Background: an optimization exercise with open tools, aiming at small area, a short achievable clock period and few clock cycles per item. Do not read the settings as production practice. In this exercise RTL edits were held to simulation tests only and were not proved equivalent to the original. Power figures rest on the tool's default switching activity, not on a simulated workload.

==> flow/design.v, too long to show whole: its modules and the start of the top module <==
// module ai_fa: 10 lines
// module ai_ha: 9 lines
// module ai_keep: 11 lines
// module ai_sel3: 11 lines
// module ai_density_engine: 2132 lines
module ai_density_engine #(
    parameter int                     GRID       = 10,
    parameter int                     NUM_SHIPS  = 5,
    parameter logic [4*NUM_SHIPS-1:0] SHIP_LENS  = {4'd2, 4'd3, 4'd3, 4'd4, 4'd5},
    parameter int                     CW         = 8,
    parameter int                     HIT_WEIGHT = 4
) (
    input  logic                  clock,
    input  logic                  reset,
    input  logic [1:0]            addr,
    input  logic                  write_en,
    input  logic [GRID*GRID-1:0]  data_in,
    output logic                  wait_request,
    output logic [GRID*GRID+3:0]  data_out
);
  // ...
==> flow/flow/run.sh <==
#!/bin/bash
# Standard layout, with the port buffers made from buf_2 cells instead of the
# default choice of buffer_ports.
set -o pipefail
export BUFFER_PORTS_ARGS="-buffer_cell sky130_fd_sc_hd__buf_2"
bash standard.sh 2>&1 | tee standard.log
==> flow/standard.sh <==
#!/bin/bash
# synth_recipe.tcl (not shown) runs the flow's synth.tcl, then flattens the netlist and writes it again
# the make line also repeats each setting of config.mk as NAME=value (left out here)
make -C /OpenROAD-flow-scripts/flow DESIGN_CONFIG=/design/flow/config.mk WORK_HOME=/design/flow/orfs CLKGATE_MAP_FILE= SYNTH_SCRIPT=/design/flow/synth_recipe.tcl "${@:-finish}"
==> flow/config.mk <==
export PLATFORM = sky130hd
export DESIGN_NAME = ai_density_engine
export DESIGN_NICKNAME = ai_density_engine
export VERILOG_FILES = /design/flow/design.v
export SDC_FILE = /design/flow/constraint.sdc
export NUM_CORES = 4
export LEC_CHECK = 0
export ABC_AREA = 1
export CAP_MARGIN = 60
export CORE_MARGIN = 2
export CORE_UTILIZATION = 60
export SLEW_MARGIN = 60
export SYNTH_HIERARCHICAL = 1
==> flow/constraint.sdc <==
create_clock -name core_clock -period 70.0 [get_ports {clock}]
set_input_delay 14.0000 -clock core_clock [delete_from_list [all_inputs] [get_ports {clock}]]
set_output_delay 14.0000 -clock core_clock [all_outputs]
set_load 0.01 [all_outputs]
==> flow_summary.yaml, run 1 <==
placed_design:
  place_area_um2: 36830
cells_and_area:
  regArea_um2: 4549
  post-route-util_pct: 66.74
  fin_area_um2: 37780
  areaGrowthSynthToFinish_pct: 9.582
setup_path:
  crit_slowest_cell: "buf_6"
  reg2reg_from: "hit[1]"
  rr_worst_depth: 104
  worstSetupEndpointType: "primary output"
sta:
  min_period_ps: 29600
  fin_ws_ps: 40400
  final-max-slew-violation-count: 0
  fin_crit_sh_pct: 42.29
  setup_viol: 0
grt:
  grt_usage_pct: 40.48
  grt_pass1_vias: 29700
  grt.met1_usage_pct: 59.31
route:
  dr_wl_met2_mm: 50.04
  drtAntennaViolNets: 0
power_and_ir_drop:
  clock_power_share_pct: 24.0
  top_power_group: "combinational cells"
  vdd_drop_max_v: 0.00003881
synth:
  ys.flop_type: "dfxtp_1"
  yosysWarningCount: 22
  post-synth-top-count-cell: "nand2_1"
  netlist_area_um2: 34470
  netlist_top_cells_count: "nand2_1 (1205), inv_1 (694), fa_1 (691)"
  muxShareOfSynthArea_pct: 0
clocking:
  clk_latency_ps: 560
  clkTransAtPathRegs_ps: 60
  cts.htree.levels: 1
floorplanning:
  io_pins: 210
outcome:
  run_status: "no timing/DRC/antenna violations"
Testbench counts, summed over its fixed seeds: cycles 2,688, queries 192.
==> module ai_keep, before the edit <==
module ai_keep (
    input  logic alive,
    input  logic v,
    input  logic s,
    input  logic nany,
    output logic one,
    output logic next
);
    assign one  = alive & (v | s);
    assign next = alive & (v | s | nany);
endmodule
==> run 2: changes to the inputs <==
--- a/flow/design.v
+++ b/flow/design.v
@@ -17,20 +17,20 @@
     assign s  = a ^ b;
     assign co = a & b;
 endmodule
 module ai_keep (
     input  logic alive,
     input  logic v,
     input  logic s,
     input  logic nany,
-    output logic one,
+    output logic onen,
     output logic next
 );
-    assign one  = alive & (v | s);
+    assign onen = ~(alive & (v | s));
     assign next = alive & (v | s | nany);
 endmodule
 module ai_sel3 (
     input  logic a,
     input  logic sa,
     input  logic b,
     input  logic sb,
     input  logic c,
@@ -2062,17 +2062,17 @@
         ai_fa u_t119 (.a(hin[8]), .b(t116), .c(t118), .s(t119), .co(t120));
         assign d = {t120, t119, t117, t113, t107, t97, t83, t69, t57, t55};
         assign dsum[c] = d;
     end
     logic [10:0] cand;
     logic [10:0] sat;
     logic [7:0]  val [11];
     logic [10:0] alive [9];
-    logic [10:0] one [8];
+    logic [10:0] onen [8];
     logic [7:0]  nany;
     logic [7:0]  bmax;
     logic        bfound;
     logic [6:0]  bidx;
     always_comb begin
         cand[0] = busy & res_valid;
         val[0]  = res_max;
         sat[0]  = 1'b0;
@@ -2081,20 +2081,20 @@
             val[c+1]  = dsum[c][7:0];
             sat[c+1]  = dsum[c][9] | dsum[c][8];
         end
     end
     assign alive[8] = cand;
     for (genvar b = 7; b >= 0; b--) begin : g_lvl
         for (genvar j = 0; j < 11; j++) begin : g_cand
             ai_keep u_keep (.alive(alive[b+1][j]), .v(val[j][b]), .s(sat[j]), .nany(nany[b]),
-                .one(one[b][j]), .next(alive[b][j]));
+                .onen(onen[b][j]), .next(alive[b][j]));
         end
-        assign bmax[b] = |one[b];
-        assign nany[b] = ~bmax[b];
+        assign nany[b] = &onen[b];
+        assign bmax[b] = ~nany[b];
     end
     always_comb begin
         logic [3:0] col;
         logic       inrow;
         bfound = |cand;
         col    = '0;
         inrow  = 1'b0;
         for (int j = 10; j >= 1; j--)
==> flow/config.mk (replaced) <==
export PLATFORM = sky130hd
export DESIGN_NAME = ai_density_engine
export DESIGN_NICKNAME = ai_density_engine
export VERILOG_FILES = /design/flow/design.v
export SDC_FILE = /design/flow/constraint.sdc
export NUM_CORES = 4
export LEC_CHECK = 0
export ABC_AREA = 1
export CAP_MARGIN = 20
export CORE_MARGIN = 2
export CORE_UTILIZATION = 60
export SLEW_MARGIN = 20
export SYNTH_HIERARCHICAL = 1
==> run 2 against run 1 <==
Against the previous run: still clean on timing, DRC and antenna; utilization fell by 0.68 points; wire length fell by 3.4%; critical path depth fell by 3; synthesized area fell by 1.0%; global-route usage fell by 1.1 points; clock skew rose by 1.7 ps; via count fell by 2.2%; final cell count fell by 1.8%; sequential power barely moved; non-clock buffer count did not move; maximum frequency fell by 3.1%; final area fell by 1.6%.
==> flow_summary.yaml, run 2 <==
placed_design:
  portBuffers: 205
  pre_cts_slack_ps: 39200
  place.gp.congestion: 1.011
  hpwl_mm: 93.66
  place_area_um2: 36320
floorplanning:
  die_h_um: 242.4
  fp.coreArea_um2: 56280
  io_pins: 210
  dieArea_um2: 58780
  initial_core_util_pct: 60.62
  die_w_um: 242.4
  placementRows: 87
route:
  finalWirelength_mm: 113.3
  first_iter_violations: 2969
  wl_met3_mm: 13.61
  vias: 28950
  dr_wl_met2_mm: 46.78
  m1WireLength_mm: 48.39
  post-route-drc-count: 0
  wl_per_cell_um: 22.31
  routed_via_density: 5.701
  drtAntennaViolNets: 0
  topRoutingLayerUsed: "met4"
  drtPass1Iterations: 5
cells_and_area:
  fillCellCount: 5017
  nets: 5365
  fin_area_um2: 37180
  drive_above_1_share_pct: 10.17
  areaGrowthSynthToFinish_pct: 8.979
  final_common_cell: "nand2_1"
  layout_common_cells: "nand2_1 (1205), fa_1 (691), inv_1 (596)"
  reg_top3: "fired (100), hit (100), res_max (8)"
  regArea_um2: 4544
  multi_input_area_um2: 27120
clocking:
  cts_tree: "done"
  clk_latency_ps: 560
  cts_buffers: 25
  clock-root-buffer: "clkbuf_16"
  clockBufferDepth: 3
  hold_buffers: 0
  cts.sinks: 227
  cts_resized: 0
  post_cts_buffers: 0
  cts.htree.levels: 1
  clkTransAtPathRegs_ps: 70
grt:
  antenna_found_initial: 6
  grt_pass1_vias: 29160
  grt_usage_pct: 39.37
  grt_pass1_wl_mm: 174.6
  grt_overflow: 0
  grt_max_degree: 108
setup_path:
  crit_start: "addr[0]"
  critPathLaunchType: "input pin"
  slowest_delay_ps: 840
  rr_worst_depth: 95
  cpMostUsedCell: "buf_2"
  cp.arrival_ps: 16540
  r2r_slack_ps: 45470
  critPathKind: "input pin to primary output"
  critPathRequiredTime_ps: 56000
  crit_family: "buffers and inverters"
  reg2reg_from: "ships[0]"
  rr_endpoint: "res_idx[6]"
  worstSetupEndpointType: "primary output"
  crit_buf_inv: 4
  cp_max_fo: 61
  crit_slowest_cell: "o221ai_1"
  path_cells: "buf_2, inv_1, nor2_4, clkinv_2, o221ai_1, buf_2"
synth:
  ys_top_cells_by_area: "fa_1 (41%), dfxtp_1 (13%), nand2_1 (13%)"
  yosysWarningCount: 22
  netlist_top_cells_count: "nand2_1 (1205), fa_1 (691), inv_1 (599)"
  async_flop_share_pct: 0
  synth-adder-area-share_pct: 50.38
  syn_inst: 4061
  synthSimpleGateAreaFrac_pct: 23.05
  synth_area_per_cell_um2: 8.400
  synth_edf_count: 0
  post-synth-top-count-cell: "nand2_1"
  ys.flop_type: "dfxtp_1"
  yosysSeqAreaShare_pct: 13.32
  synth_xor_area_share_pct: 0.2824
  synth_top_family_by_area: "adder cells"
  netlist_area_um2: 34110
  yosysTopAreaCellShare_pct: 40.55
  synth_area_leader_cell: "fa_1"
  synth_cell_types: 39
  synth_seq_cells: 227
  muxShareOfSynthArea_pct: 0
  synth_compound_area_share_pct: 5.425
power_and_ir_drop:
  vdd_drop_max_v: 0.00005878
  power_density_nw_per_um2: 15.56
  leakage_uw: 0.02120
flow_run:
  cap_violations: 0
worst_hold_path:
  hp-start: "fired[3]"
  min_path_type: "register to register"
  min_to: "fired[3]"
  hold_path_depth: 2
sta:
  min_period_ps: 30540
  rsz0062_at_grt: "no"
  fin_ws_ps: 39460
  fin_crit_sh_pct: 43.63
  slew_headroom_pct: 20.98
  worstMarginPinSlew_ps: 1183
  finalHoldViolations: 0
  setup_viol: 0
  tns_ps: 0
  skew_ps: 23.49
  final-max-slew-violation-count: 0
  fmax_mhz: 32.74
outcome:
  run_status: "no timing/DRC/antenna violations"
[run 2: how the worst max path moves through the flow]
stage,end,cells after the start
3_3_place_gp,data_out[7],6
5_1_grt,data_out[7],6
3_5_place_dp,data_out[7],6
2_1_floorplan,data_out[16],6
4_1_cts,data_out[7],6
6_report,data_out[7],6
[run 2: final cells by class]
cell class | instances | share of cell area (%)
Antenna cell | 7 | 0.04712
Clock buffer | 34 | 1.881
Clock inverter | 7 | 0.3164
Inverter | 618 | 6.257
Multi-Input combinational cell | 3175 | 72.95
Sequential cell | 227 | 12.22
Tap cell | 756 | 2.544
Timing Repair Buffer | 254 | 3.783
[run 2: kinds of logic (layout without fill, tap and decap cells)]
| family | after synthesis | after routing |
|---|---|---|
| compound gates | 274 | 274 |
| flops | 227 | 227 |
| xor+xnor | 11 | 11 |
| fa+ha+maj | 959 | 959 |
| buf+inv | 678 | 913 |
| other cells | 1 | 27 |
| simple gates | 1911 | 1911 |
[run 2: worst register-to-register path: cells and delay by family (launching register included)]
family | cells | cell delay [ps]
buffers and inverters | 14 | 3910
xor gates and xnor gates | 1 | 140
AOI/OAI and AO/OA | 9 | 900
DFF | 1 | 310
adders and majority gates | 30 | 12310
and+or+nand+nor | 41 | 6920
[run 2: layer usage]
layer / track usage (%) / up-vias
met4: 13.96 / 0
met1: 58.28 / 14150
met3: 11.02 / 231
met2: 55.33 / 1457
li1: - / 13110
met5: 0 / -
[run 2: power by group]
| part | total, uW | internal (uW) | leakage [uW] | switching [uW] |
|---|---|---|---|---|
| Combinational | 311 | 101 | 0.0190 | 210 |
| Clock | 138 | 80.4 | 0.000402 | 57.3 |
| Sequential | 130 | 129 | 0.00183 | 0.381 |
| Total | 578 | 311 | 0.0212 | 267 |
[run 2: modules after synthesis, one instance, submodules excluded]
module             times used  cells  cell area [um2]  flip-flops and latches
ai_fa                     689      1            20.02                       0
ai_density_engine           1   2084            12830                     227
ai_sel3                   200      4            16.27                       0
ai_ha                     224      1            12.51                       0
ai_keep                    88      3            16.27                       0
[run 2: stage by stage]
step,hold WS [ps],std cells,power [uW],util [%]
2_1_floorplan,428.9,4080,340.6,-
5_1_grt,488.5,5077,614.9,66.06
3_5_place_dp,443.6,5029,437.3,64.54
4_1_cts,459.2,5070,573.6,65.99
3_3_place_gp,437.6,5029,434.7,64.54
6_report,455.0,5078,578.5,66.06
Testbench counts of run 2, summed over its fixed seeds: cycles 2,688, queries 192.
==> run 3: changes to the inputs <==
--- a/flow/config.mk
+++ b/flow/config.mk
@@ -6,8 +6,8 @@
 export NUM_CORES = 4
 export LEC_CHECK = 0
 export ABC_AREA = 1
-export CAP_MARGIN = 20
+export CAP_MARGIN = 80
 export CORE_MARGIN = 2
 export CORE_UTILIZATION = 60
-export SLEW_MARGIN = 20
+export SLEW_MARGIN = 80
 export SYNTH_HIERARCHICAL = 1
==> run 3 against run 2 <==
Against the previous run: highest routed layer unchanged; die area stayed put; global-route usage grew 0.91 points; final cell count grew 3.1%; synthesized cell count is the same; clock power down 3%; total power rose by 3.5%; utilization rose by 4.5 points; critical path depth up 6; critical endpoint is now data_out[16]; largest power group unchanged.
==> flow_summary.yaml, run 3 <==
outcome:
  run_status: "no timing/DRC/antenna violations"
clocking:
  hold_buffers: 0
  cts.sinks: 227
  clkTransAtPathRegs_ps: 60
  cts.htree.levels: 1
  cts_tree: "done"
  clockBufferDepth: 3
  clock-root-buffer: "clkbuf_16"
  cts_buffers: 25
  cts_resized: 0
  clk_latency_ps: 570
  post_cts_buffers: 0
floorplanning:
  fp.coreArea_um2: 56280
  die_w_um: 242.4
  placementRows: 87
  dieArea_um2: 58780
  io_pins: 210
  initial_core_util_pct: 60.62
  die_h_um: 242.4
route:
  post-route-drc-count: 0
  first_iter_violations: 3040
  wl_per_cell_um: 22.07
  drtAntennaViolNets: 0
  routed_via_density: 5.658
  drtPass1Iterations: 6
  vias: 29620
  finalWirelength_mm: 115.5
power_and_ir_drop:
  power_density_nw_per_um2: 15.07
  leakage_uw: 0.02192
  vdd_drop_max_v: 0.00005003
synth:
  netlist_area_um2: 34110
  async_flop_share_pct: 0
  synth_area_per_cell_um2: 8.400
  ys.flop_type: "dfxtp_1"
  netlist_top_cells_count: "nand2_1 (1205), fa_1 (691), inv_1 (599)"
  synth_area_leader_cell: "fa_1"
  yosysWarningCount: 22
  post-synth-top-count-cell: "nand2_1"
  synth_edf_count: 0
  syn_inst: 4061
  synth_cell_types: 39
  synth_seq_cells: 227
  ys_top_cells_by_area: "fa_1 (41%), dfxtp_1 (13%), nand2_1 (13%)"
  yosysTopAreaCellShare_pct: 40.55
  yosysSeqAreaShare_pct: 13.32
cells_and_area:
  drive_above_1_share_pct: 16.66
  areaGrowthSynthToFinish_pct: 16.40
  final-instance-count-excl-fill: 5234
  reg_top3: "fired (100), hit (100), res_max (8)"
  fin_area_um2: 39710
  nets: 5518
  final_common_cell: "nand2_1"
  layout_common_cells: "nand2_1 (1200), fa_1 (690), inv_1 (577)"
setup_path:
  cp_max_fo: 10
  critPathLaunchType: "input pin"
  worstSetupEndpointType: "primary output"
  critPathKind: "input pin to primary output"
  critPathRequiredTime_ps: 56000
  cp.arrival_ps: 16060
grt:
  grt_pass1_wl_mm: 179.3
  antenna_found_initial: 6
  grt_usage_pct: 40.29
  grt_overflow: 0
  grt_max_degree: 45
  grt_pass1_vias: 30580
sta:
  finalHoldViolations: 0
  final-max-slew-violation-count: 0
  tns_ps: 0
  fin_ws_ps: 39940
  min_period_ps: 30060
  setup_viol: 0
  fin_crit_sh_pct: 42.94
  rsz0062_at_grt: "no"
  skew_ps: 41.58
  fmax_mhz: 33.27
placed_design:
  hpwl_mm: 98.53
  dp.cells: 5182
  place_area_um2: 38610
  pre_cts_slack_ps: 40020
  place.gp.congestion: 1.011
  portBuffers: 205
worst_hold_path:
  min_path_type: "register to register"
flow_run:
  cap_violations: 0
==> run 3: cell counts after synthesis <==
Identical to the previous run, type by type.
==> run 3: cells by family after synthesis <==
group	Yosys count	share of synthesized area, %
adders and majority gates	959	50.38
DFF	227	13.32
buffers and inverters	678	7.530
and+or+nand+nor	1911	23.05
other	1	0.01099
AOI/OAI and AO/OA	274	5.425
xor gates and xnor gates	11	0.2824
==> run 3: final cells by class <==
cell class,instances,area (um2)
clock buffers,36,726.9
inverters,618,2374
fillers,4692,16570
clock inverters,9,80.08
repair buffers,407,2809
flip-flops and latches,227,4612
well taps,756,945.9
diodes,6,15.01
multi-input cells,3175,28150
==> run 3: final timing paths <==
check	startpoint	to	slack [ps]	cells past startpoint
max	addr[0]	data_out[16]	39940	12
min	fired[7]	fired[7]	470	2
max reg2reg	hit[2]	res_idx[6]	47400	98
min reg2reg	fired[7]	fired[7]	470	2
==> run 3: critical path, cell delays in order <==
cell	delay (ps)
buf_2	150
inv_1	90
nor2_4	120
buf_4	180
buf_2	240
buf_2	250
buf_2	250
buf_4	220
buf_2	240
nand2_1	60
o21ai_0	80
buf_2	160
==> run 3: where the power goes <==
group          internal (uW)  switching (uW)  total, uW
Sequential               129           0.384        130
Clock                   75.8            58.3        134
Combinational            114             221        335
Total                    319             280        599
==> run 3: metrics by stage <==
step                utilization, %  hold WS [ps]  total power, uW
finish                       70.56         465.6            598.6
global route                 70.56         498.8            636.3
detailed placement           68.61         453.8            459.0
global placement             64.54         437.6            434.7
floorplan                        -         428.9            340.6
CTS                          70.04         469.0            591.9
==> run 3: per-module statistics from Yosys (local to each module, per instance) <==
| module | flops+latches | copies in the design |
|---|---|---|
| ai_ha | 0 | 224 |
| ai_keep | 0 | 88 |
| ai_fa | 0 | 689 |
| ai_sel3 | 0 | 200 |
| ai_density_engine | 227 | 1 |
==> run 3: metal layers <==
layer | routed length [um] | part of all wire, % | track usage, %
met1 | 48430 | 42 | 58.56
met2 | 48710 | 42 | 58.81
met3 | 14170 | 12 | 11.03
met4 | 4216 | 3.6 | 12.60
met5 | 0 | 0 | 0
==> run 4: changes to the inputs <==
--- a/flow/config.mk
+++ b/flow/config.mk
@@ -6,8 +6,8 @@
 export NUM_CORES = 4
 export LEC_CHECK = 0
 export ABC_AREA = 1
-export CAP_MARGIN = 80
+export CAP_MARGIN = 60
 export CORE_MARGIN = 2
-export CORE_UTILIZATION = 60
-export SLEW_MARGIN = 80
+export CORE_UTILIZATION = 70
+export SLEW_MARGIN = 60
 export SYNTH_HIERARCHICAL = 1
==> run 4 against run 3 <==
Against the previous run: the layout now fails its checks (antenna rules); synthesized cell count unchanged; sequential share of layout area grew 0.57 points; register-to-register slack got worse by 820 ps; clock skew fell by 13 ps; non-clock buffer count is 146 lower; die area shrank 14%.
==> flow_summary.yaml, run 4 <==
floorplanning:
  placementRows: 80
  initial_core_util_pct: 71.15
  dieArea_um2: 50520
  die_w_um: 224.8
  die_h_um: 224.8
  io_pins: 210
  fp.coreArea_um2: 47950
synth:
  yosysTopAreaCellShare_pct: 40.55
  synth_seq_cells: 227
  synth_cell_types: 39
  yosysWarningCount: 22
  async_flop_share_pct: 0
  ys_top_cells_by_area: "fa_1 (41%), dfxtp_1 (13%), nand2_1 (13%)"
  syn_inst: 4061
  synth_area_per_cell_um2: 8.400
  ys.flop_type: "dfxtp_1"
  netlist_area_um2: 34110
  post-synth-top-count-cell: "nand2_1"
  netlist_top_cells_count: "nand2_1 (1205), fa_1 (691), inv_1 (599)"
  yosysSeqAreaShare_pct: 13.32
  synth_edf_count: 0
  synth_area_leader_cell: "fa_1"
sta:
  worstMarginPinSlew_ps: 641.2
  skew_ps: 28.87
  fin_crit_sh_pct: 42.64
  finalHoldWorstSlack_ps: 458.8
  setup_viol: 0
  final-max-slew-violation-count: 0
  slew_headroom_pct: 57.02
  fin_ws_ps: 40150
  finalHoldViolations: 0
  min_period_ps: 29850
  fmax_mhz: 33.50
  rsz0062_at_grt: "no"
  tns_ps: 0
setup_path:
  cpMostUsedCell: "buf_2"
  cp.arrival_ps: 15850
  cp_max_fo: 54
  path_cells: "buf_2, inv_1, nor2_4, buf_6, inv_6, o221ai_1, buf_2"
  rr_endpoint: "res_idx[6]"
  critPathKind: "input pin to primary output"
  rr_worst_depth: 96
  crit_slowest_cell: "o221ai_1"
  reg2reg_from: "hit[2]"
  slowest_delay_ps: 560
  worstSetupEndpoint: "data_out[7]"
  r2r_slack_ps: 46580
  crit_start: "addr[1]"
  worstSetupEndpointType: "primary output"
  critPathRequiredTime_ps: 56000
  critPathLaunchType: "input pin"
route:
  finalWirelength_mm: 112.4
  drtPass1Iterations: 6
  first_iter_violations: 3475
  vias: 29830
  wl_per_cell_um: 22.72
  routed_via_density: 6.028
  drtAntennaViolNets: 1
  post-route-drc-count: 0
clocking:
  clk_latency_ps: 570
  cts_resized: 0
  cts_tree: "done"
  cts.sinks: 227
  cts_buffers: 24
  hold_buffers: 0
  clock-root-buffer: "clkbuf_16"
  clockBufferDepth: 3
  clkTransAtPathRegs_ps: 70
  cts.htree.levels: 1
  post_cts_buffers: 0
placed_design:
  dp.cells: 4888
  place.gp.congestion: 1.051
  portBuffers: 205
  hpwl_mm: 92.25
  place_area_um2: 36390
  pre_cts_slack_ps: 40270
flow_run:
  cap_violations: 0
grt:
  antenna_found_initial: 5
  grt_pass1_vias: 30360
  grt_max_degree: 117
  grt_overflow: 0
  grt_pass1_wl_mm: 173.5
  grt_usage_pct: 45.98
cells_and_area:
  final-instance-count-excl-fill: 4948
  areaGrowthSynthToFinish_pct: 9.419
  reg_top3: "fired (100), hit (100), res_max (8)"
  fillCellCount: 3459
  layout_common_cells: "nand2_1 (1204), fa_1 (691), inv_1 (596)"
  final_common_cell: "nand2_1"
  drive_above_1_share_pct: 11.21
  nets: 5371
  fin_area_um2: 37330
power_and_ir_drop:
  vdd_drop_max_v: 0.00005817
  leakage_uw: 0.02128
  power_density_nw_per_um2: 15.58
worst_hold_path:
  hold_path_depth: 2
  min_path_type: "register to register"
outcome:
  run_status: "complete, but fails checks"
  violatedChecks: "antenna rules"
run 4: cell types whose count changed in the layout (fill, tap and decap cells not counted), sizes merged, moves of 4 or more:
cell,change
clkinv,-4
clkdlybuf4s50,-14
clkbuf,+4
inv,+5
clkdlybuf4s25,-5
buf,-132
run 4: final cells by class:
class                   count  area (um2)  area share, %
inverters                 618        2345          6.282
diodes                      8       20.02        0.05363
well taps                 615       769.5          2.061
clock buffers              34       698.2          1.870
multi-input cells        3175       27300          73.14
repair buffers            261        1545          4.140
flip-flops and latches    227        4548          12.18
clock inverters            10       100.1         0.2682
run 4: Yosys stat by module (local to each module, per instance):
module             flip-flops and latches  copies in the design  cells inside  cell area [um2]
ai_density_engine                     227                     1          2084            12830
ai_fa                                   0                   689             1            20.02
ai_ha                                   0                   224             1            12.51
ai_keep                                 0                    88             3            16.27
ai_sel3                                 0                   200             4            16.27
run 4: where the power goes:
group | internal (uW) | switching, uW | total [uW] | leakage [uW]
Combinational | 106 | 213 | 319 | 0.0191
Sequential | 129 | 0.401 | 130 | 0.00183
Clock | 73.8 | 58.8 | 133 | 0.000394
Total | 309 | 272 | 582 | 0.0213
run 4: logic make-up (layout without fill, tap and decap cells):
group / count (synthesis) / in the layout / share of synthesized area (%)
adder cells (fa/ha/maj): 959 / 959 / 50.38
AO/OA/AOI/OAI: 274 / 274 / 5.425
AND/OR/NAND/NOR: 1911 / 1911 / 23.05
other: 1 / 28 / 0.01099
buffers and inverters: 678 / 923 / 7.530
flip-flops: 227 / 227 / 13.32
XOR/XNOR: 11 / 11 / 0.2824
run 4: worst min-delay path by stage:
stage,from,end,slack (ps)
floorplan,fired[3],fired[3],430
global placement,fired[3],fired[3],440
detailed placement,fired[5],fired[5],440
CTS,fired[8],fired[8],460
global route,fired[8],fired[8],490
finish,fired[5],fired[5],460
run 4: metrics by stage:
step	util, %	total power (uW)
after floorplan	-	340.6
after global routing	77.83	616.2
after detailed placement	75.89	441.0
final	77.85	581.5
after CTS	77.56	572.0
after global placement	75.13	432.1
run 4: routing by layer:
layer	global-route usage [%]	share of wire, %	wire length, um
met3	16.93	14	16280
met5	0	0.044	49
met2	66.48	42	47640
met4	19.55	5.2	5837
met1	62.80	38	42610
run 4: worst max-delay path: cells and delay by family:
family	cells	cell delay, ps
buffers and inverters	5	1210
AO/OA/AOI/OAI	1	560
AND/OR/NAND/NOR	1	80
==> run 5: changes to the inputs <==
--- a/flow/config.mk
+++ b/flow/config.mk
@@ -8,6 +8,6 @@
 export ABC_AREA = 1
 export CAP_MARGIN = 60
 export CORE_MARGIN = 2
-export CORE_UTILIZATION = 70
-export SLEW_MARGIN = 60
+export CORE_UTILIZATION = 60
+export SLEW_MARGIN = 70
 export SYNTH_HIERARCHICAL = 1
==> run 5 against run 4 <==
Against the previous run: now clean on timing, DRC and antenna; clock skew down 0.79 ps; critical path type unchanged; largest power group unchanged; global-route usage shrank 6.3 points; utilization down 10 points; total power is 0.43% higher; critical endpoint is now data_out[68]; via count is 2.4% lower; sequential share of layout area fell by 0.24 points; combinational power is 1% higher; first-iteration DRC count decreased by 17%; highest routed layer unchanged; count of clock-buffer cells in the layout increased by 2; worst hold slack worse by 2.9 ps; non-clock buffer count rose by 40; synthesized cell count is the same.
==> flow_summary.yaml, run 5 <==
placed_design:
  dp.cells: 5072
  portBuffers: 205
  place.gp.congestion: 1.011
  pre_cts_slack_ps: 40380
  place_area_um2: 37170
  hpwl_mm: 95.29
sta:
  min_period_ps: 29710
  fin_ws_ps: 40290
  skew_ps: 28.09
  finalHoldViolations: 0
  fin_crit_sh_pct: 42.45
  final-max-slew-violation-count: 0
  fmax_mhz: 33.66
  tns_ps: 0
  setup_viol: 0
  rsz0062_at_grt: "no"
clocking:
  clock-root-buffer: "clkbuf_16"
  cts.htree.levels: 1
  clk_latency_ps: 560
  post_cts_buffers: 0
  cts.sinks: 227
  hold_buffers: 0
  cts_resized: 0
  clkTransAtPathRegs_ps: 60
  cts_tree: "done"
  cts_buffers: 25
  clockBufferDepth: 3
floorplanning:
  die_w_um: 242.4
  fp.coreArea_um2: 56280
  initial_core_util_pct: 60.62
  die_h_um: 242.4
  dieArea_um2: 58780
  io_pins: 210
  placementRows: 87
power_and_ir_drop:
  vdd_drop_max_v: 0.00005709
  seqPwrFrac_pct: 22.2
  p_comb_share_pct: 55.3
  leakage_uw: 0.02147
  clock_power_share_pct: 22.4
  internal_power_uw: 309.1
  swShare_pct: 47.07
  power_density_nw_per_um2: 15.31
  switching_power_uw: 274.9
setup_path:
  crit_buf_inv: 7
  cp_max_fo: 12
  worstSetupEndpointType: "primary output"
  crit_family: "buffers and inverters"
  slowest_delay_ps: 260
  path_cells: "buf_2, inv_1, nor2_4, buf_4, buf_4, buf_4, buf_4, nand2_1, o21ai_0, buf_2"
  cpMostUsedCell: "buf_4"
  critPathKind: "input pin to primary output"
  critPathRequiredTime_ps: 56000
  cp.arrival_ps: 15710
  crit_slowest_cell: "nor2_4"
  critPathLaunchType: "input pin"
cells_and_area:
  fin_area_um2: 38160
  final_common_cell: "nand2_1"
  layout_common_cells: "nand2_1 (1203), fa_1 (691), inv_1 (592)"
  final-instance-count-excl-fill: 5124
  fillCellCount: 4916
  reg_top3: "fired (100), hit (100), res_max (8)"
  multi_input_area_um2: 27660
  nets: 5412
  post-route-util_pct: 67.80
  areaGrowthSynthToFinish_pct: 11.85
  regArea_um2: 4557
  drive_above_1_share_pct: 12.93
synth:
  synth_area_leader_cell: "fa_1"
  synth_seq_cells: 227
  netlist_area_um2: 34110
  netlist_top_cells_count: "nand2_1 (1205), fa_1 (691), inv_1 (599)"
  post-synth-top-count-cell: "nand2_1"
  yosysWarningCount: 22
  syn_inst: 4061
  ys.flop_type: "dfxtp_1"
  yosysTopAreaCellShare_pct: 40.55
  synth_area_per_cell_um2: 8.400
  yosysSeqAreaShare_pct: 13.32
  synth_edf_count: 0
  async_flop_share_pct: 0
  synth_cell_types: 39
  ys_top_cells_by_area: "fa_1 (41%), dfxtp_1 (13%), nand2_1 (13%)"
grt:
  grt_max_degree: 108
  grt_usage_pct: 39.70
  antenna_found_initial: 6
  grt_pass1_vias: 29550
  grt_pass1_wl_mm: 176.4
  grt_overflow: 0
flow_run:
  cap_violations: 0
route:
  wl_per_cell_um: 22.24
  drtPass1Iterations: 5
  routed_via_density: 5.683
  drtAntennaViolNets: 0
  finalWirelength_mm: 114.0
  first_iter_violations: 2870
  vias: 29120
  post-route-drc-count: 0
worst_hold_path:
  min_path_type: "register to register"
outcome:
  run_status: "no timing/DRC/antenna violations"
[run 5: cell counts after synthesis]
No cell type changed its count.
[run 5: metal layers]
layer	wire length, um	GRT usage, %	part of all wire, %
met3	13590	10.26	12
met5	13	0	0.011
met1	48540	59.14	43
met2	47340	56.18	42
met4	4469	13.69	3.9
[run 5: path summary, 6_finish.rpt]
check	slack, ps	depth (start not counted)	endpoint	startpoint
worst max-delay path	40290	10	data_out[68]	addr[0]
worst min-delay path	460	2	fired[7]	fired[7]
worst max register to register	46560	97	res_idx[5]	hit[0]
worst min register to register	460	2	fired[7]	fired[7]
[run 5: area by class of cell]
type	instances	share of cell area [%]
multi-input cells	3175	72.49
well taps	756	2.479
clock buffers	36	1.853
diodes	5	0.03279
inverters	618	6.175
flip-flops and latches	227	11.94
clock inverters	6	0.1738
repair buffers	301	4.850
[run 5: cell families (layout without fill, tap and decap cells)]
kind of cell               count (synthesis)  count (layout)  share of synthesized area [%]
xor gates and xnor gates                  11              11                         0.2824
adders and majority gates                959             959                          50.38
and+or+nand+nor                         1911            1911                          23.05
other                                      1              25                        0.01099
DFF                                      227             227                          13.32
AOI/OAI and AO/OA                        274             274                          5.425
buffers and inverters                    678             961                          7.530
[run 5: worst min-delay path, delay by kind of cell, from the launching register on]
family | cells | cell delay (ps)
AND/OR/NAND/NOR | 2 | 100
flip-flops | 1 | 320
[run 5: through the flow]
stage | hold slack [ps] | total power, uW
3_3_place_gp | 437.6 | 434.7
2_1_floorplan | 428.9 | 340.6
3_5_place_dp | 445.3 | 446.6
5_1_grt | 496.6 | 617.9
6_report | 456.0 | 584.0
4_1_cts | 459.3 | 576.6
[run 5: per-module statistics from Yosys (local to each module, per instance)]
module	copies in the design	area (um2)
ai_keep	88	16.27
ai_sel3	200	16.27
ai_fa	689	20.02
ai_ha	224	12.51
ai_density_engine	1	12830
[run 5: power groups by stage]
stage	clock (uW)	sequential, uW	combinational (uW)
after CTS	132	130	315
final	131	130	323
after detailed placement	0	133	314
after global routing	137	130	352
after global placement	0	133	302
after floorplan	0	133	208
==> run 6: changes to the inputs <==
--- a/flow/config.mk
+++ b/flow/config.mk
@@ -9,5 +9,5 @@
 export CAP_MARGIN = 60
 export CORE_MARGIN = 2
 export CORE_UTILIZATION = 60
-export SLEW_MARGIN = 70
+export SLEW_MARGIN = 60
 export SYNTH_HIERARCHICAL = 1
==> run 6 against run 5 <==
Against the previous run: critical path depth fell by 3; clock power rose by 8%; first-iteration DRC count rose by 1.2%; final area fell by 1.3%; utilization fell by 0.87 points; non-clock buffer count fell by 24; synthesized cell count did not move.
==> flow_summary.yaml, run 6 <==
outcome:
  run_status: "no timing/DRC/antenna violations"
route:
  drtPass1Iterations: 6
  wl_per_cell_um: 22.24
  finalWirelength_mm: 113.4
  drtAntennaViolNets: 0
  first_iter_violations: 2905
  routed_via_density: 5.670
  post-route-drc-count: 0
  vias: 28910
cells_and_area:
  drive_above_1_share_pct: 11.50
  final_common_cell: "nand2_1"
  layout_common_cells: "nand2_1 (1204), fa_1 (691), inv_1 (595)"
  nets: 5388
  reg_top3: "fired (100), hit (100), res_max (8)"
  regArea_um2: 4549
  multi_input_area_um2: 27290
  fillCellCount: 4993
  areaGrowthSynthToFinish_pct: 10.42
floorplanning:
  fp.coreArea_um2: 56280
  initial_core_util_pct: 60.62
  die_h_um: 242.4
  dieArea_um2: 58780
  placementRows: 87
  die_w_um: 242.4
  io_pins: 210
synth:
  yosysSeqAreaShare_pct: 13.32
  ys_top_cells_by_area: "fa_1 (41%), dfxtp_1 (13%), nand2_1 (13%)"
  async_flop_share_pct: 0
  ys.flop_type: "dfxtp_1"
  yosysTopAreaCellShare_pct: 40.55
  netlist_area_um2: 34110
  synth_cell_types: 39
  yosysWarningCount: 22
  synth_edf_count: 0
  synth_area_per_cell_um2: 8.400
  netlist_top_cells_count: "nand2_1 (1205), fa_1 (691), inv_1 (599)"
  synth_area_leader_cell: "fa_1"
  post-synth-top-count-cell: "nand2_1"
  synth_seq_cells: 227
  syn_inst: 4061
flow_run:
  cap_violations: 0
power_and_ir_drop:
  total_power_uw: 586.0
  power_density_nw_per_um2: 15.56
  leakage_uw: 0.02139
  vdd_drop_max_v: 0.00005744
grt:
  grt_usage_pct: 39.46
  grt_max_degree: 108
  grt_pass1_vias: 29190
  grt_overflow: 0
  grt_pass1_wl_mm: 174.9
  antenna_found_initial: 2
clocking:
  clock-root-buffer: "clkbuf_16"
  clk_latency_ps: 560
  cts.htree.levels: 1
  clockBufferDepth: 3
  hold_buffers: 0
  clkTransAtPathRegs_ps: 60
  cts_resized: 0
  cts_buffers: 25
  cts_tree: "done"
  post_cts_buffers: 0
  cts.sinks: 227
sta:
  final-max-slew-violation-count: 0
  setup_viol: 0
  tns_ps: 0
  worstMarginPinSlew_ps: 643.6
  slew_headroom_pct: 56.93
  finalHoldViolations: 0
  fin_crit_sh_pct: 42.27
  rsz0062_at_grt: "no"
  skew_ps: 19.28
  fmax_mhz: 33.80
  min_period_ps: 29590
setup_path:
  cp.arrival_ps: 15590
  reg2reg_from: "hit[1]"
  critPathLaunchType: "input pin"
  critPathRequiredTime_ps: 56000
  critPathKind: "input pin to primary output"
  worstSetupEndpoint: "data_out[7]"
  crit_buf_inv: 5
  cpMostUsedCell: "buf_2"
  crit_start: "addr[1]"
  worstSetupEndpointType: "primary output"
  crit_family: "buffers and inverters"
  slowest_delay_ps: 390
  cp_num_cells: 7
  crit_slowest_cell: "o221ai_2"
  r2r_slack_ps: 46300
  rr_worst_depth: 96
  path_cells: "buf_2, inv_1, nor2_4, buf_6, inv_6, o221ai_2, buf_2"
  cp_max_fo: 54
  rr_endpoint: "res_idx[6]"
worst_hold_path:
  min_path_type: "register to register"
placed_design:
  place.gp.congestion: 1.011
  hpwl_mm: 94.34
  portBuffers: 205
[run 6: cell counts after synthesis]
Identical to the previous run, type by type.
[run 6: worst min path at each step]
stage / start / cells after the start / end / slack, ps
after floorplan: fired[3] / 2 / fired[3] / 430
after global placement: fired[3] / 2 / fired[3] / 440
after detailed placement: fired[3] / 2 / fired[3] / 440
after CTS: fired[4] / 2 / fired[4] / 460
after global routing: fired[5] / 2 / fired[5] / 480
final: fired[4] / 2 / fired[4] / 460
[run 6: kinds of logic (layout without fill, tap and decap cells)]
logic type,count (synthesis),count (layout),share of synthesized area (%)
adders and majority gates,959,959,50.38
buffers and inverters,678,938,7.530
AOI/OAI and AO/OA,274,274,5.425
xor gates and xnor gates,11,11,0.2824
DFF,227,227,13.32
and+or+nand+nor,1911,1911,23.05
other,1,23,0.01099
[run 6: per-module statistics from Yosys, one instance, submodules excluded]
module             flip-flops and latches  cell area (um2)
ai_ha                                   0            12.51
ai_keep                                 0            16.27
ai_density_engine                     227            12830
ai_fa                                   0            20.02
ai_sel3                                 0            16.27
[run 6: cell type report]
class / count / share of cell area, %
Timing Repair Buffer: 277 / 4.461
Tap cell: 756 / 2.511
Antenna cell: 3 / 0.01993
Sequential cell: 227 / 12.08
Inverter: 618 / 6.222
Clock buffer: 32 / 1.810
Clock inverter: 11 / 0.4385
Multi-Input combinational cell: 3175 / 72.46
[run 6: layer usage]
metal | vias to the layer above | routed length (um) | track usage (%) | part of all wire, %
li1 | 13150 | - | - | -
met1 | 14040 | 47930 | 58.66 | 42
met2 | 1520 | 47100 | 56.02 | 42
met3 | 209 | 14280 | 10.96 | 13
met4 | 0 | 4079 | 12.29 | 3.6
met5 | - | 0 | 0 | 0
[run 6: power breakdown]
group | internal [uW] | switching [uW]
Clock | 83.3 | 58.7
Combinational | 102 | 212
Sequential | 129 | 0.375
Total | 315 | 271
[run 6: metrics by stage]
stage	area [um2]	setup WS [ps]	util [%]	instances	hold slack, ps
4_1_cts	37530	40190	66.68	5088	458.7
6_report	37670	40410	66.93	5099	463.8
2_1_floorplan	34190	40880	-	4080	428.9
3_5_place_dp	36680	40200	65.17	5045	442.3
5_1_grt	37660	40270	66.93	5098	482.8
3_3_place_gp	36320	39280	64.54	5029	437.6
[run 6: tightest hold or removal path: cells and delay by family, from the launching register on]
kind | cells | cell delay, ps
DFF | 1 | 330
and+or+nand+nor | 2 | 110
==> run 7: changes to the inputs <==
--- a/flow/config.mk
+++ b/flow/config.mk
@@ -6,8 +6,8 @@
 export NUM_CORES = 4
 export LEC_CHECK = 0
 export ABC_AREA = 1
-export CAP_MARGIN = 60
+export CAP_MARGIN = 45
 export CORE_MARGIN = 2
 export CORE_UTILIZATION = 60
-export SLEW_MARGIN = 60
+export SLEW_MARGIN = 45
 export SYNTH_HIERARCHICAL = 1
==> run 7 against run 6 <==
Against the previous run: non-clock buffer count shrank 20; wire length is essentially flat; critical path depth is the same; maximum frequency shrank 1.7%; first-iteration DRC count shrank 2.9%; clock power is essentially flat; total power is essentially flat; combinational power is essentially flat; utilization shrank 0.67 points; synthesized area is the same; via count is the same; worst hold slack lost 7.1 ps; critical path type unchanged; critical endpoint unchanged; largest power group unchanged; highest routed layer unchanged.
==> flow_summary.yaml, run 7 <==
setup_path:
  r2r_slack_ps: 45450
  cp_max_fo: 54
  critPathKind: "input pin to primary output"
  crit_buf_inv: 5
  cpMostUsedCell: "buf_2"
  critPathRequiredTime_ps: 56000
  cp.arrival_ps: 16100
  crit_slowest_cell: "o221ai_1"
  worstSetupEndpointType: "primary output"
  critPathLaunchType: "input pin"
  path_cells: "buf_2, inv_1, nor2_4, buf_4, inv_4, o221ai_1, buf_2"
  crit_family: "buffers and inverters"
  slowest_delay_ps: 580
synth:
  synth_cell_types: 39
  yosysWarningCount: 22
  ys_top_cells_by_area: "fa_1 (41%), dfxtp_1 (13%), nand2_1 (13%)"
  netlist_area_um2: 34110
  async_flop_share_pct: 0
  yosysTopAreaCellShare_pct: 40.55
  ys.flop_type: "dfxtp_1"
  synth_seq_cells: 227
  synth_area_per_cell_um2: 8.400
  yosysSeqAreaShare_pct: 13.32
  synth_edf_count: 0
  synth_area_leader_cell: "fa_1"
  netlist_top_cells_count: "nand2_1 (1205), fa_1 (691), inv_1 (599)"
  syn_inst: 4061
  post-synth-top-count-cell: "nand2_1"
route:
  drtPass1Iterations: 6
  wl_per_cell_um: 22.32
  post-route-drc-count: 0
  drtAntennaViolNets: 0
  first_iter_violations: 2822
  vias: 28910
  finalWirelength_mm: 113.5
  routed_via_density: 5.687
clocking:
  cts.sinks: 227
  clk_latency_ps: 560
  cts_buffers: 25
  hold_buffers: 0
  cts.htree.levels: 1
  clkTransAtPathRegs_ps: 60
  clock-root-buffer: "clkbuf_16"
  cts_tree: "done"
  clockBufferDepth: 3
  cts_resized: 0
  post_cts_buffers: 0
power_and_ir_drop:
  power_density_nw_per_um2: 15.71
  leakage_uw: 0.02123
  vdd_drop_max_v: 0.00006223
  total_power_uw: 585.8
placed_design:
  hpwl_mm: 93.85
  portBuffers: 205
  place.gp.congestion: 1.011
sta:
  tns_ps: 0
  setup_viol: 0
  rsz0062_at_grt: "no"
  fmax_mhz: 33.22
  fin_crit_sh_pct: 43.00
  finalHoldViolations: 0
  skew_ps: 20.10
  min_period_ps: 30100
  worstMarginPinSlew_ps: 836.5
  slew_headroom_pct: 44.23
  final-max-slew-violation-count: 0
grt:
  grt_overflow: 0
  grt_usage_pct: 39.36
  grt_pass1_vias: 28870
  antenna_found_initial: 5
  grt_max_degree: 108
  grt_pass1_wl_mm: 174.0
cells_and_area:
  drive_above_1_share_pct: 10.41
  areaGrowthSynthToFinish_pct: 9.309
  post-route-util_pct: 66.26
  reg_top3: "fired (100), hit (100), res_max (8)"
  nets: 5368
  final_common_cell: "nand2_1"
  layout_common_cells: "nand2_1 (1205), fa_1 (691), inv_1 (596)"
floorplanning:
  placementRows: 87
  fp.coreArea_um2: 56280
  die_w_um: 242.4
  io_pins: 210
  dieArea_um2: 58780
  die_h_um: 242.4
  initial_core_util_pct: 60.62
outcome:
  run_status: "no timing/DRC/antenna violations"
flow_run:
  cap_violations: 0
worst_hold_path:
  min_path_type: "register to register"
run 7: cell count changes in the layout (fill, tap and decap cells not counted), moves of 8 or more:
| cell | delta |
|---|---|
| nor3_1 | +11 |
| nor3_2 | -11 |
| buf_6 | -9 |
| nor4_1 | +8 |
| nor4_2 | -8 |
run 7: logic make-up (layout without fill, tap and decap cells):
logic type	count (synthesis)	in the layout	synth area share, %
fa+ha+maj	959	959	50.38
flops	227	227	13.32
xor+xnor	11	11	0.2824
other cells	1	27	0.01099
buf+inv	678	919	7.530
simple gates	1911	1911	23.05
compound gates	274	274	5.425
run 7: worst reg2reg max path: cells and delay by family, from the launching register on:
| kind | cells | cell delay [ps] |
|---|---|---|
| compound gates | 9 | 880 |
| xor+xnor | 1 | 140 |
| fa+ha+maj | 29 | 12340 |
| buf+inv | 14 | 3840 |
| flops | 1 | 310 |
| simple gates | 41 | 6980 |
run 7: stage by stage:
| step | area [um2] | instances | hold slack, ps | setup slack (ps) |
|---|---|---|---|---|
| after global placement | 36320 | 5029 | 437.6 | 39280 |
| final | 37290 | 5084 | 456.7 | 39900 |
| after CTS | 37250 | 5077 | 458.0 | 39980 |
| after detailed placement | 36400 | 5033 | 442.3 | 39990 |
| after floorplan | 34190 | 4080 | 428.9 | 40880 |
| after global routing | 37280 | 5082 | 487.4 | 39860 |
run 7: layout make-up:
class	count	area, um2
clock buffers	33	695.7
inverters	618	2332
repair buffers	257	1458
diodes	7	17.52
multi-input cells	3175	27140
flip-flops and latches	227	4544
clock inverters	11	151.4
well taps	756	945.9
fillers	5015	18990
run 7: final timing paths:
kind	from	endpoint	depth (start not counted)
setup / recovery	addr[1]	data_out[7]	7
hold / removal	fired[3]	fired[3]	2
setup reg to reg	ships[0]	res_idx[6]	94
hold reg to reg	fired[3]	fired[3]	2
run 7: power by group:
group / internal (uW) / total, uW / switching, uW
registers: 129 / 130 / 0.376
logic: 102 / 316 / 214
clock network: 81.2 / 140 / 59.1
run 7: modules after synthesis, one instance, submodules excluded:
module / times used / flops+latches
ai_density_engine: 1 / 227
ai_keep: 88 / 0
ai_ha: 224 / 0
ai_fa: 689 / 0
ai_sel3: 200 / 0
run 7: layer usage:
metal	GRT usage [%]	part of all wire [%]
met5	0	0
met4	11.33	3.6
met3	10.03	12
met2	56.29	42
met1	59.17	43

separate check: timing with driven ports:
Ports are ideal in the flow. The routed layouts listed here were re-timed in OpenROAD. Step 1, drivers: a clkbuf_16 drives clock and a buf_2 each remaining input, both assumed. Step 2 moves the port delays by t, midway between the first and last clock arrival at a register: inputs arrive t later, outputs are due t later. That takes back most of the time a late clock gives input paths. Slacks: ideal / step 1 / step 2; pairs: ideal / step 1.
| run | t, ns | setup slack, ns | worst hold slack (ns) | clock arrival spread, ns | pins driven straight from the clock port |
|---|---|---|---|---|---|
| run 1 | 0.607 | 40.397 / 40.361 / 40.361 | 0.457 / 0.457 / 0.457 | 0.022 / 0.022 | 1 |
| run 2 | 0.605 | 39.459 / 39.433 / 39.433 | 0.455 / 0.455 / 0.455 | 0.024 / 0.023 | 1 |
| run 3 | 0.613 | 39.940 / 39.916 / 39.916 | 0.466 / 0.466 / 0.466 | 0.042 / 0.041 | 1 |
| run 4 | 0.611 | 40.152 / 40.124 / 40.124 | 0.459 / 0.459 / 0.459 | 0.029 / 0.029 | 1 |
| run 5 | 0.603 | 40.287 / 40.264 / 40.264 | 0.456 / 0.456 / 0.456 | 0.028 / 0.029 | 1 |
| run 6 | 0.607 | 40.412 / 40.390 / 40.390 | 0.464 / 0.464 / 0.464 | 0.020 / 0.019 | 1 |
| run 7 | 0.611 | 39.898 / 39.878 / 39.878 | 0.457 / 0.457 / 0.457 | 0.020 / 0.021 | 1 |
For run 1, which loses most, drivers alone change the setup slack by -0.036 ns; drivers and shift together by -0.036 ns.
